Background: an optimization exercise with open tools, aiming at small area, a short achievable clock period and few clock cycles per item. Do not read the settings as production practice.
In this exercise RTL edits were held to simulation tests only and were not proved equivalent to the original.
Power and IR drop assume default switching activity.

== run A ==
==> flow/design.v (excerpt) <==
module window_line_buffer_kxk #(
  parameter int DATA_WIDTH = 32,
  parameter int K          = 3,
  parameter int MAX_WIDTH  = 64,
  parameter int CNT_W      = 8
) (
  input  logic                         clk,
  input  logic                         rst,
  input  logic                         frame_start,
  input  logic [CNT_W-1:0]             cfg_width,
  input  logic [CNT_W-1:0]             cfg_height,
  input  logic                         cfg_stride2,
  input  logic                         s_valid,
  output logic                         s_ready,
  input  logic [DATA_WIDTH-1:0]        s_data,
  output logic                         m_valid,
  input  logic                         m_ready,
  output logic [K*K*DATA_WIDTH-1:0]    m_window,
  output logic                         m_last,
  output logic                         frame_done,
  output logic                         cfg_err
);
For scale: about 5400 cells after synthesis, ~4300 flip-flops, ~350 I/O pins, about 140000 sq um of cells after synthesis.
make LEC_CHECK=0 CAP_MARGIN=20 CORE_MARGIN=2 CORE_UTILIZATION=70 PLACE_DENSITY=0.75 SETUP_SLACK_MARGIN=2.9 SLEW_MARGIN=20 finish   # period 6.0 ns
run.sh (not shown) runs the stock make flow with config.mk's settings and CLKGATE_MAP_FILE= SYNTH_SCRIPT=/design/flow/synth_recipe.tcl, a recipe that flattens the netlist after the stock synthesis.
Run A closes out successfully: all stages finished, all timing, DRC and antenna checks passed.
Testbench counts of run A, summed over its fixed seeds: cycles 95,280, items 95,003.
diff inputs: run A => run B
- an added CTS_CLUSTER_SIZE of 24
- an added CTS_CLUSTER_DIAMETER of 60
==> flow/flow/run.sh (new file) <==
#!/bin/bash
set -uo pipefail
export BUFFER_PORTS_ARGS="-buffer_cell sky130_fd_sc_hd__buf_4"
bash standard.sh > standard_flow.log 2>&1
==> flow/standard.sh (new file) <==
#!/bin/bash
# synth_recipe.tcl (not shown) runs the flow's synth.tcl, then flattens the netlist and writes it again
# the make line also repeats each setting of config.mk as NAME=value (left out here)
make -C /OpenROAD-flow-scripts/flow DESIGN_CONFIG=/design/flow/config.mk WORK_HOME=/design/flow/orfs CLKGATE_MAP_FILE= SYNTH_SCRIPT=/design/flow/synth_recipe.tcl "${@:-finish}"
removed: flow/run.sh
--- outcome ---
Run B: all stages complete, timing, DRC and antenna checks passed. Going from run A to run B, sequential power shrinks by about 0.8%. Diff run A -> run B | detailed-routed wire length on met2 | decrease of about 20%. Measured against run B, the average detailed-routed wire length per instance of run A comes out at 1.12 times the reference value. Measured against run B, the routed length on met3 of run A comes out at 1.3 times the reference value. Min fraction of the cycle the final worst path needs across run B and run A: run B. For the slew at the pin with the worst max-slew slack, run B came in 42 ps lower than run A did.
Inputs modified between run B and run C:
- a change of SETUP_SLACK_MARGIN from 2.9 to 3.3
==> comparison <==
- Run C — share of total power in combinational logic 1.6 points higher, run B as reference
- Looking at leakage power total across run B and run C, the one that comes out lower is run B.
- The worst-margin pin slew reported for run C is greater than that of run B by 7.2 ps.
- Fraction of area in registers was lower in the run labelled run C.
- There was hardly any difference in worst slack on hold paths between run C and run B.
- Critical path depth (run C over run B): decrease, 5
- Run C vs run B — power climbed by a few percent
- Across both runs, fraction of met2 tracks used by global routing was higher for run C than for run B.
- Route | run C vs run B | wire longer in run C
- Area of the multi-input gates: run B vs run C, no meaningful difference

========
## v20
window_line_buffer_kxk, a different RTL version from the one above (not shown whole).
For scale: about 350 I/O pins.
export LEC_CHECK = 0
export CAP_MARGIN = 20
export CORE_MARGIN = 2
export CORE_UTILIZATION = 70
export CTS_CLUSTER_DIAMETER = 60
export CTS_CLUSTER_SIZE = 24
export PLACE_DENSITY = 0.75
export SETUP_SLACK_MARGIN = 3.4
export SLEW_MARGIN = 20
create_clock -name core_clock -period 6.0 [get_ports {clk}]
standard.sh (not shown) runs the stock make flow with config.mk's settings and CLKGATE_MAP_FILE= SYNTH_SCRIPT=/design/flow/synth_recipe.tcl, a recipe that flattens the netlist after the stock synthesis.
==> flow/flow/run.sh <==
#!/bin/bash
set -uo pipefail
export BUFFER_PORTS_ARGS="-buffer_cell sky130_fd_sc_hd__buf_4"
export POST_GLOBAL_PLACE_TCL="$PWD/flow/outbuf.tcl"
export CTS_ARGS="-sink_clustering_enable -repair_clock_nets -sink_clustering_size 24 -sink_clustering_max_diameter 60 -dont_use_dummy_load"
bash standard.sh > standard_flow.log 2>&1
==> flow/flow/outbuf.tcl <==
# Move each output port's buffer onto its driving cell (usually the register
# behind the port), so that the register drives only a short wire and the
# buffer drives the long wire to the pin. Detailed placement legalizes it.
set block [ord::get_db_block]
set moved 0
foreach bterm [$block getBTerms] {
  if {[$bterm getIoType] ne "OUTPUT"} { continue }
  set net [$bterm getNet]
  if {$net eq "NULL"} { continue }
  set buf ""
  foreach iterm [$net getITerms] {
    if {[$iterm isOutputSignal]} { set buf [$iterm getInst] }
  }
  if {$buf eq ""} { continue }
  set innet ""
  foreach iterm [$buf getITerms] {
    if {[$iterm isInputSignal] && [$iterm getNet] ne "NULL"} { set innet [$iterm getNet] }
  }
  if {$innet eq ""} { continue }
  set drv ""
  foreach iterm [$innet getITerms] {
    if {[$iterm isOutputSignal]} { set drv [$iterm getInst] }
  }
  if {$drv eq ""} { continue }
  set loc [$drv getLocation]
  $buf setLocation [lindex $loc 0] [lindex $loc 1]
  incr moved
}
puts "outbuf.tcl: moved $moved output buffers next to their drivers"
Testbench counts of v20, summed over its fixed seeds: cycles 95,280, items 95,003.
#### Input delta (v42 over v20)
# v20
export LEC_CHECK = 0
export CAP_MARGIN = 20
export CORE_MARGIN = 2
export CORE_UTILIZATION = 70
export CTS_CLUSTER_DIAMETER = 60
export CTS_CLUSTER_SIZE = 24
export PLACE_DENSITY = 0.75
export SETUP_SLACK_MARGIN = 3.4
export SLEW_MARGIN = 20
create_clock -name core_clock -period 6.0 [get_ports {clk}]
# v42
export LEC_CHECK = 0
export CAP_MARGIN = 20
export CORE_MARGIN = 2
export CORE_UTILIZATION = 72
export PLACE_DENSITY = 0.77
export SETUP_SLACK_MARGIN = 3.4
export SLEW_MARGIN = 20
create_clock -name core_clock -period 6.0 [get_ports {clk}]
==> summary.txt <==
[compare] base=v20 new=v42: met1 global-route usage shows an increase of 4.0 points; worst clock skew shows an increase of 0.012 ns; final critical path time including I/O delays and setup shows an increase of 0.062 ns; total placed cells including tap cells shows a reduction of about 0.56%. Summary of v42 over v20: number of non-clock buffers went up by 34, met3 layer usage reported by global route went up by 0.64 points. On total global routing track utilization: v42 sits above v20. Floorplan check, v42 vs v20: die outline smaller in v42. v42 ended with every stage complete and zero timing, DRC or antenna violations.
Modified inputs, v24 compared to v42
# v42
export LEC_CHECK = 0
export CAP_MARGIN = 20
export CORE_MARGIN = 2
export CORE_UTILIZATION = 72
export PLACE_DENSITY = 0.77
export SETUP_SLACK_MARGIN = 3.4
export SLEW_MARGIN = 20
create_clock -name core_clock -period 6.0 [get_ports {clk}]
# v24
export LEC_CHECK = 0
export CAP_MARGIN = 20
export CORE_MARGIN = 2
export CORE_UTILIZATION = 70
export CTS_CLUSTER_DIAMETER = 60
export CTS_CLUSTER_SIZE = 24
export PLACE_DENSITY = 0.75
export SETUP_SLACK_MARGIN = 3.4
export SLEW_MARGIN = 20
create_clock -name core_clock -period 6.0 [get_ports {clk}]
==> flow/flow/run.sh <==
#!/bin/bash
set -uo pipefail
export BUFFER_PORTS_ARGS="-buffer_cell sky130_fd_sc_hd__buf_4"
export POST_GLOBAL_PLACE_TCL="$PWD/flow/outbuf.tcl"
bash standard.sh > standard_flow.log 2>&1
--- outcome ---
Diff v42 and v24: clock buffer count from CTS lower in v42
Taking v42 as the reference, in v24 fraction of area in multi-input gates held steady, design area grew by about 0.7%, hold slack held steady, via count shrank by about 5%, standard cell core area grew by about 3.3%.
From v42 to v24 the numbers moved as follows: core utilization went down by 2.0 points; cell area reported after detailed placement shows no meaningful change.
Count of nets after finishing shrinks slightly when moving from v42 to v24.
Of v42 and v24, the higher clock skew belongs to v42.
The higher register fraction of the total cell area came out of v42.

[re-timing with driven ports]
The results above use ideal ports. As a check the final layouts listed here were re-extracted and re-timed, cells and wires unchanged. Step 1: set_driving_cell puts a clkbuf_16 on clk and a buf_2 on each other input, an assumption about the parent block. Step 2 moves the port delays by t, midway between the first and last clock arrival at a register: inputs arrive t later, outputs are due t later. That takes back most of the time a late clock gives input paths. a / b / c = no drivers / after step 1 / after step 2; a / b = the first two.
run | t, ns | slack for setup (ns) | hold WS [ns] | cell pins on the clock port's net
run A | 1.033 | 2.959 / 2.871 / 2.090 | 0.391 / 0.391 / 0.391 | 1
run B | 0.944 | 3.072 / 3.051 / 2.418 | 0.321 / 0.263 / 0.405 | 1
run C | 0.953 | 3.190 / 3.097 / 2.479 | 0.319 / 0.257 / 0.403 | 1
v20 | 0.912 | 3.317 / 3.224 / 2.611 | 0.335 / 0.268 / 0.363 | 1
v42 | 0.951 | 3.255 / 3.161 / 2.620 | 0.303 / 0.230 / 0.378 | 1
v24 | 0.947 | 3.295 / 3.201 / 2.766 | 0.305 / 0.236 / 0.382 | 1
After both steps every run listed still meets setup and hold. The setup slack of run A, which loses most, moves by -0.088 ns with the drivers and by -0.869 ns with both steps.
